From an optimization exercise on the open Yosys and OpenROAD flow, aimed at small area, a short achievable clock period and few clock cycles; shortcuts taken in it are not production practice.
The RTL was checked by simulation tests, not by an equivalence proof against the original design.

// trialign_top
module trialign_top (
  input  logic                                       CLK,
  input  logic                                       rst,
  input  logic                                       start_i,
  input  logic [trialign_pkg::LEN_A_BITS-1:0]         len_a_i,
  input  logic [trialign_pkg::LEN_BC_BITS-1:0]        len_b_i,
  input  logic [trialign_pkg::LEN_BC_BITS-1:0]        len_c_i,
  input  logic [trialign_pkg::SYM_BITS-1:0]           a_sym_i,
  input  logic [trialign_pkg::SYM_BITS-1:0]           b_sym_i,
  input  logic [trialign_pkg::SYM_BITS-1:0]           c_sym_i,
  input  logic                                       score_ready_i,
  output logic [trialign_pkg::A_ADDR_BITS-1:0]        a_addr_o,
  output logic [trialign_pkg::BC_ADDR_BITS-1:0]       b_addr_o,
  output logic [trialign_pkg::BC_ADDR_BITS-1:0]       c_addr_o,
  output logic                                       busy_o,
  output logic signed [trialign_pkg::SCORE_BITS-1:0]  score_o,
  output logic                                       score_valid_o
);
clock: 24.0 ns
lec_check: 0
abc_area: 1
cap_margin: 10
core_margin: 2
core_utilization: 60
cts_cluster_diameter: 100
cts_cluster_size: 20
place_density: 0.7
slew_margin: 10
standard.sh (not shown) runs the stock make flow with config.mk's settings and CLKGATE_MAP_FILE= SYNTH_SCRIPT=/design/flow/synth_recipe.tcl, a recipe that flattens the netlist after the stock synthesis.
==> flow/flow/run.sh <==
#!/bin/bash
# Layout: the standard flow, except that the port buffers are plain
# buffers (buf_2) instead of the delay cell buffer_ports picks itself, and
# that timing repair aims for 18 ns of setup slack at the 24 ns clock, so
# that it sizes the logic for a shorter achieved period.
set -euo pipefail
export BUFFER_PORTS_ARGS="-buffer_cell sky130_fd_sc_hd__buf_2"
export SETUP_SLACK_MARGIN=18
bash standard.sh > standard.log 2>&1
The baseline completed with no timing, DRC or antenna violations.
Testbench counts at the start, summed over its fixed seeds: cycles 11,251.
Edit:
ABC_AREA = unset   (was 1)
CAP_MARGIN = 40   (was 10)
CORE_UTILIZATION = 30   (was 60)
CTS_BUF_LIST = sky130_fd_sc_hd__clkbuf_4   (was unset)
CTS_CLUSTER_DIAMETER = unset   (was 100)
CTS_CLUSTER_SIZE = unset   (was 20)
PLACE_DENSITY = 0.4   (was 0.7)
SLEW_MARGIN = 40   (was 10)
=> The changed run finished clean. Clock-buffer cell count came out higher by 406. Global-route usage decreases by 16 points. Non-clock buffer count rose by 169. Cell area grows by about 11%. First-iteration DRC count shrinks by about 50%. Synthesized area increases by 1.4%.
Edit:
--- a/flow/flow/run.sh
+++ b/flow/flow/run.sh
@@ -4 +4 @@
-# that timing repair aims for 18 ns of setup slack at the 24 ns clock, so
+# that timing repair aims for 17.5 ns of setup slack at the 24 ns clock, so
@@ -8 +8 @@
-export SETUP_SLACK_MARGIN=18
+export SETUP_SLACK_MARGIN=17.5
ABC_AREA = 1   (was unset)
CORE_UTILIZATION = 60   (was 30)
CTS_BUF_LIST = unset   (was sky130_fd_sc_hd__clkbuf_4)
CTS_CLUSTER_DIAMETER = 100   (was unset)
CTS_CLUSTER_SIZE = 20   (was unset)
PLACE_DENSITY = 0.7   (was 0.4)
Result: Routed wire length drops by about 12%; non-clock buffer count drops by 179; flip-flop and latch count does not change; setup slack is better by 0.47 ns.
Edit:
--- a/flow/flow/run.sh
+++ b/flow/flow/run.sh
@@ -4 +4 @@
-# that timing repair aims for 17.5 ns of setup slack at the 24 ns clock, so
+# that timing repair aims for 18 ns of setup slack at the 24 ns clock, so
@@ -8 +8 @@
-export SETUP_SLACK_MARGIN=17.5
+export SETUP_SLACK_MARGIN=18
ABC_AREA = unset   (was 1)
Utilization goes up by 1.7 points.
First-iteration DRC count falls by about 25%.
Worst setup slack is better by 0.20 ns.
Clock skew rose by 0.0085 ns.
Synthesized area goes up by about 1.4%.
Wire length is lower by 6.7%.
Via count came out lower by 10%.
Cell count shrinks by 18%.
Global-route usage went down by 3.4 points.
Hold slack gets worse by 0.030 ns.
Edit:
ABC_AREA = 1   (was unset)
CORE_UTILIZATION = 50   (was 60)
PLACE_DENSITY = 0.6   (was 0.7)
Outcome:
- The changed run ran to the end with no violations
- worst setup slack got worse by 0.046 ns
- final area came out lower by 3.2%
- core utilization came out lower by 12 points
- synthesized cell count came out higher by about 27%
- hold slack improved by 0.032 ns
- maximum frequency came out lower by 0.76%


== job 101 ==
Starting RTL as in the previous note.
export LEC_CHECK = 0
export CAP_MARGIN = 40
export CORE_MARGIN = 2
export CORE_UTILIZATION = 50
export CTS_CLUSTER_DIAMETER = 100
export CTS_CLUSTER_SIZE = 20
export PLACE_DENSITY = 0.6
export SLEW_MARGIN = 40
create_clock -name core_clock -period 24.0 [get_ports {CLK}]
==> flow/flow/run.sh <==
#!/bin/bash
# Layout: the standard flow, except that the port buffers are plain
# buffers (buf_2) instead of the delay cell buffer_ports picks itself, and
# that timing repair aims for 18 ns of setup slack at the 24 ns clock, so
# that it sizes the logic for a shorter achieved period.
set -euo pipefail
export BUFFER_PORTS_ARGS="-buffer_cell sky130_fd_sc_hd__buf_2"
export SETUP_SLACK_MARGIN=18
bash standard.sh > standard.log 2>&1
Testbench counts of job 101, summed over its fixed seeds: cycles 11,251.
Modified inputs, job 102 compared to job 101
Settings: a change of PLACE_DENSITY from 0.6 to 0.4; a change of CORE_UTILIZATION from 50 to 30; a change of CTS_CLUSTER_SIZE from 20 to 25.
==> comparison <==
Job 101 → job 102: number of antenna violations at the first check in global routing saw a decrease, delay contributed by the slowest stage of the critical path saw an increase, overall die height saw an increase, violation count after the first detailed-route iteration saw a decrease.
Compare job 102 and job 101 | maximum clock rate lower: job 102
Job 102 has starting utilization of the core area below what job 101 had.
Via count delta for job 102 relative to job 101: about 1.1% lower
[compare] base=job 101 new=job 102: area of all placed cells without fillers saw an increase, length of routed met3 wiring shrank by about 34%, overall routed net length climbed about 15%.
Edits applied to the flow inputs when going from job 102 to job 103:
Settings: CTS_CLUSTER_SIZE: 25 -> 26; ABC_AREA: unset -> 1; PLACE_DENSITY: 0.4 -> 0.7; CORE_UTILIZATION: 30 -> 60; CTS_CLUSTER_DIAMETER: 100 -> 80.
==> comparison <==
Job 103: total of clock buffers placed in the layout lower than job 102. Length of routed met2 wiring is higher on job 102.


trialign_top, a different RTL version from the one above (not shown whole).
For scale: ~6,800 cells after synthesis, roughly 57 I/O pins, roughly 62,000 sq um of cells after synthesis.
==> flow/config.mk <==
export PLATFORM = sky130hd
export DESIGN_NAME = trialign_top
export DESIGN_NICKNAME = trialign_top
export VERILOG_FILES = /design/flow/design.v
export SDC_FILE = /design/flow/constraint.sdc
export NUM_CORES = 4
export LEC_CHECK = 0
export CAP_MARGIN = 40
export CORE_MARGIN = 2
export CORE_UTILIZATION = 30
export PLACE_DENSITY = 0.4
export SLEW_MARGIN = 40
==> flow/constraint.sdc <==
create_clock -name core_clock -period 24.0 [get_ports {CLK}]
set_input_delay 4.8000 -clock core_clock [delete_from_list [all_inputs] [get_ports {CLK}]]
set_output_delay 4.8000 -clock core_clock [all_outputs]
set_load 0.01 [all_outputs]
run.sh (not shown) runs the stock make flow with config.mk's settings and CLKGATE_MAP_FILE= SYNTH_SCRIPT=/design/flow/synth_recipe.tcl, a recipe that flattens the netlist after the stock synthesis.
Stock flow here: none of the scripts above is used.
Testbench counts at the start, summed over its fixed seeds: cycles 13,796.
Then changed:
==> flow/flow/run.sh (new file) <==
#!/bin/bash
# Layout: the standard flow, unchanged except that the port buffers are
# plain buffers (buf_2) instead of the delay cell buffer_ports picks itself.
set -euo pipefail
export BUFFER_PORTS_ARGS="-buffer_cell sky130_fd_sc_hd__buf_2"
bash standard.sh > standard.log 2>&1
==> flow/standard.sh (new file) <==
#!/bin/bash
# synth_recipe.tcl (not shown) runs the flow's synth.tcl, then flattens the netlist and writes it again
# the make line also repeats each setting of config.mk as NAME=value (left out here)
make -C /OpenROAD-flow-scripts/flow DESIGN_CONFIG=/design/flow/config.mk WORK_HOME=/design/flow/orfs CLKGATE_MAP_FILE= SYNTH_SCRIPT=/design/flow/synth_recipe.tcl "${@:-finish}"
removed: flow/run.sh
The new run passed the timing, DRC and antenna checks.
Setup slack improved by 0.40 ns.
Synthesized cell count stays the same.
Via count climbs by 0.68%.
Clock-buffer cell count drops by 2.
Clock skew drops by 0.0073 ns.
Register-to-register slack improved by 0.05 ns.


trialign_top with an RTL version that a note above also has.
Size in the first run: about 9300 cells after synthesis, roughly 57 I/O pins, ~67000 um2 of cells after synthesis.
export LEC_CHECK = 0
export ABC_AREA = 1
export CAP_MARGIN = 40
export CORE_MARGIN = 2
export CORE_UTILIZATION = 60
export CTS_CLUSTER_DIAMETER = 100
export CTS_CLUSTER_SIZE = 20
export PLACE_DENSITY = 0.7
export SLEW_MARGIN = 40
create_clock -name core_clock -period 24.0 [get_ports {CLK}]
standard.sh (not shown) runs the stock make flow with config.mk's settings and CLKGATE_MAP_FILE= SYNTH_SCRIPT=/design/flow/synth_recipe.tcl, a recipe that flattens the netlist after the stock synthesis.
==> flow/flow/run.sh <==
#!/bin/bash
# Layout: the standard flow, except that the port buffers are plain
# buffers (buf_2) instead of the delay cell buffer_ports picks itself, and
# that timing repair aims for 18 ns of setup slack at the 24 ns clock, so
# that it sizes the logic for a shorter achieved period.
set -euo pipefail
export BUFFER_PORTS_ARGS="-buffer_cell sky130_fd_sc_hd__buf_2"
export SETUP_SLACK_MARGIN=18
bash standard.sh > standard.log 2>&1
The starting point passed the timing, DRC and antenna checks.
Testbench counts at the start, summed over its fixed seeds: cycles 11,251.
Next try:
- ABC_AREA: 1 -> unset
- CORE_UTILIZATION: 60 -> 30
- PLACE_DENSITY: 0.7 -> 0.4
Effect: The new run went through all stages and came out clean. Final cell count is lower by about 3.6%. Worst setup slack is worse by 73 ps. Routed wire length is higher by about 11%. Fmax is lower by about 1.2%. Core utilization is lower by 30 points. Hold slack is worse by 14 ps. Global-route usage is lower by 16 points. Final area is higher by about 9%. Critical path depth stays the same.
Next try:
- ABC_AREA: unset -> 1
- CORE_UTILIZATION: 30 -> 70
- PLACE_DENSITY: 0.4 -> 0.8
After rerunning: The new run finished clean; non-clock buffer count decreases by 186; utilization increases by 40 points; area after synthesis decreases slightly.
Next try:
--- a/flow/flow/run.sh
+++ b/flow/flow/run.sh
@@ -4 +4 @@
-# that timing repair aims for 18 ns of setup slack at the 24 ns clock, so
+# that timing repair aims for 17.9 ns of setup slack at the 24 ns clock, so
@@ -8 +8 @@
-export SETUP_SLACK_MARGIN=18
+export SETUP_SLACK_MARGIN=17.9
- CORE_UTILIZATION: 70 -> 60
- PLACE_DENSITY: 0.8 -> 0.7
=> The new run produced a clean layout. Worst setup slack loses 20 ps. Via count drops by a few percent. Clock-buffer cell count is lower by 1. Synthesized cell count does not change. Register-to-register slack improves by 60 ps. Sequential share of layout area is lower by 0.19 points. Non-clock buffer count fell by 2. Final area goes up slightly.
Next try:
--- a/flow/flow/run.sh
+++ b/flow/flow/run.sh
@@ -4 +4 @@
-# that timing repair aims for 17.9 ns of setup slack at the 24 ns clock, so
+# that timing repair aims for 18 ns of setup slack at the 24 ns clock, so
@@ -8 +8 @@
-export SETUP_SLACK_MARGIN=17.9
+export SETUP_SLACK_MARGIN=18
- GPL_TIMING_DRIVEN: unset -> 1
=> Setup slack is better by 12 ps. Sequential cell count stays the same. First-iteration DRC count climbs by 0.96%. Critical path depth is unchanged. Global-route usage came out lower by 0.23 points.


== main ==
Starting RTL as in the previous note.
Settings: LEC_CHECK=0, ABC_AREA=1, CAP_MARGIN=40, CORE_MARGIN=2, CORE_UTILIZATION=60, CTS_CLUSTER_DIAMETER=100, CTS_CLUSTER_SIZE=20, PLACE_DENSITY=0.7, SLEW_MARGIN=40, TNS_END_PERCENT=5; clock period 24.0 ns.
==> flow/flow/run.sh <==
#!/bin/bash
# Layout: the standard flow, except that the port buffers are plain
# buffers (buf_2) instead of the delay cell buffer_ports picks itself, and
# that timing repair aims for 18 ns of setup slack at the 24 ns clock, so
# that it sizes the logic for a shorter achieved period.
set -euo pipefail
export BUFFER_PORTS_ARGS="-buffer_cell sky130_fd_sc_hd__buf_2"
export SETUP_SLACK_MARGIN=18
bash standard.sh > standard.log 2>&1
main did not stop at any stage, and its layout met the timing, DRC and antenna checks.
Testbench counts of main, summed over its fixed seeds: cycles 11,251.
> inputs changed (main -> the feature branch)
Settings: removing ABC_AREA (formerly 1); changing CORE_UTILIZATION from 60 to 30; changing PLACE_DENSITY from 0.7 to 0.4; removing TNS_END_PERCENT (formerly 5).
==> flow/flow/run.sh <==
#!/bin/bash
# Layout: the standard flow, except that the port buffers are plain
# buffers (buf_2) instead of the delay cell buffer_ports picks itself, and
# that timing repair aims for 17.6 ns of setup slack at the 24 ns clock, so
# that it sizes the logic for a shorter achieved period.
set -euo pipefail
export BUFFER_PORTS_ARGS="-buffer_cell sky130_fd_sc_hd__buf_2"
export SETUP_SLACK_MARGIN=17.6
bash standard.sh > standard.log 2>&1
==> comparison <==
The feature branch ran to completion and came out clean on the timing, DRC and antenna checks.
Relative to main, clock insertion delay at the later pin of the skew report increased by 0.06 ns in the feature branch.
The feature branch vs main on number of vias per cell: the feature branch is the lower one.
| netlist area before placement | the feature branch vs main | worse |
Where worst setup margin is concerned, main is better than the feature branch.
Of the feature branch and main, it is the feature branch that has the higher clock skew.
The feature branch reports a lower final standard cell utilization of the core than main does.
As of the feature branch, multi-input logic cell count had fallen by more than 10% compared to main.
Looking at number of detailed-routing iterations run before antenna repair, the feature branch sits 2 below main.

[port drivers added, routing unchanged]
Ports are ideal in the flow. The routed layouts listed here were re-timed in OpenROAD.
Step 1, drivers: a clkbuf_16 drives CLK and a buf_2 each remaining input, both assumed.
Step 2 times the ports against the registers' clock, not the clock port: input delays grow and output delays shrink by t, the midpoint of the rising clock arrivals with the driver on.
a / b / c = no drivers / after step 1 / after step 2; a / b = the first two.
run | t, ns | slack for setup (ns) | worst data-port slew with drivers (ns) | cell pins on the clock port's net
the first run of note 1 | 0.739 | 17.937 / 17.864 / 17.611 | 0.06 | 1
the second run of note 1 | 1.349 | 17.282 / 17.203 / 17.441 | 0.07 | 1
the third run of note 1 | 0.745 | 17.755 / 17.710 / 17.060 | 0.05 | 1
the fourth run of note 1 | 0.740 | 17.950 / 17.877 / 17.700 | 0.07 | 1
the fifth run of note 1 | 0.775 | 17.904 / 17.824 / 17.549 | 0.05 | 1
job 101 | 0.752 | 17.919 / 17.842 / 17.551 | 0.10 | 1
job 102 | 0.799 | 17.872 / 17.785 / 17.402 | 0.06 | 1
job 103 | 0.809 | 17.863 / 17.785 / 17.607 | 0.06 | 1
the first run of note 3 | 0.857 | 17.128 / 17.039 / 17.319 | 0.13 | 1
the second run of note 3 | 0.870 | 17.526 / 17.441 / 17.480 | 0.17 | 1
the first run of note 4 | 0.748 | 17.938 / 17.863 / 17.621 | 0.06 | 1
the second run of note 4 | 0.818 | 17.866 / 17.777 / 17.410 | 0.06 | 1
the third run of note 4 | 0.739 | 17.947 / 17.874 / 17.613 | 0.06 | 1
the fourth run of note 4 | 0.752 | 17.926 / 17.853 / 17.474 | 0.05 | 1
the fifth run of note 4 | 0.748 | 17.938 / 17.863 / 17.621 | 0.06 | 1
main | 0.748 | 17.936 / 17.861 / 17.422 | 0.06 | 1
the feature branch | 0.799 | 17.733 / 17.648 / 17.346 | 0.07 | 1
After both steps setup and hold are still met in every run listed. For the third run of note 1, which loses most, drivers alone change the setup slack by -0.045 ns; drivers and shift together by -0.695 ns.
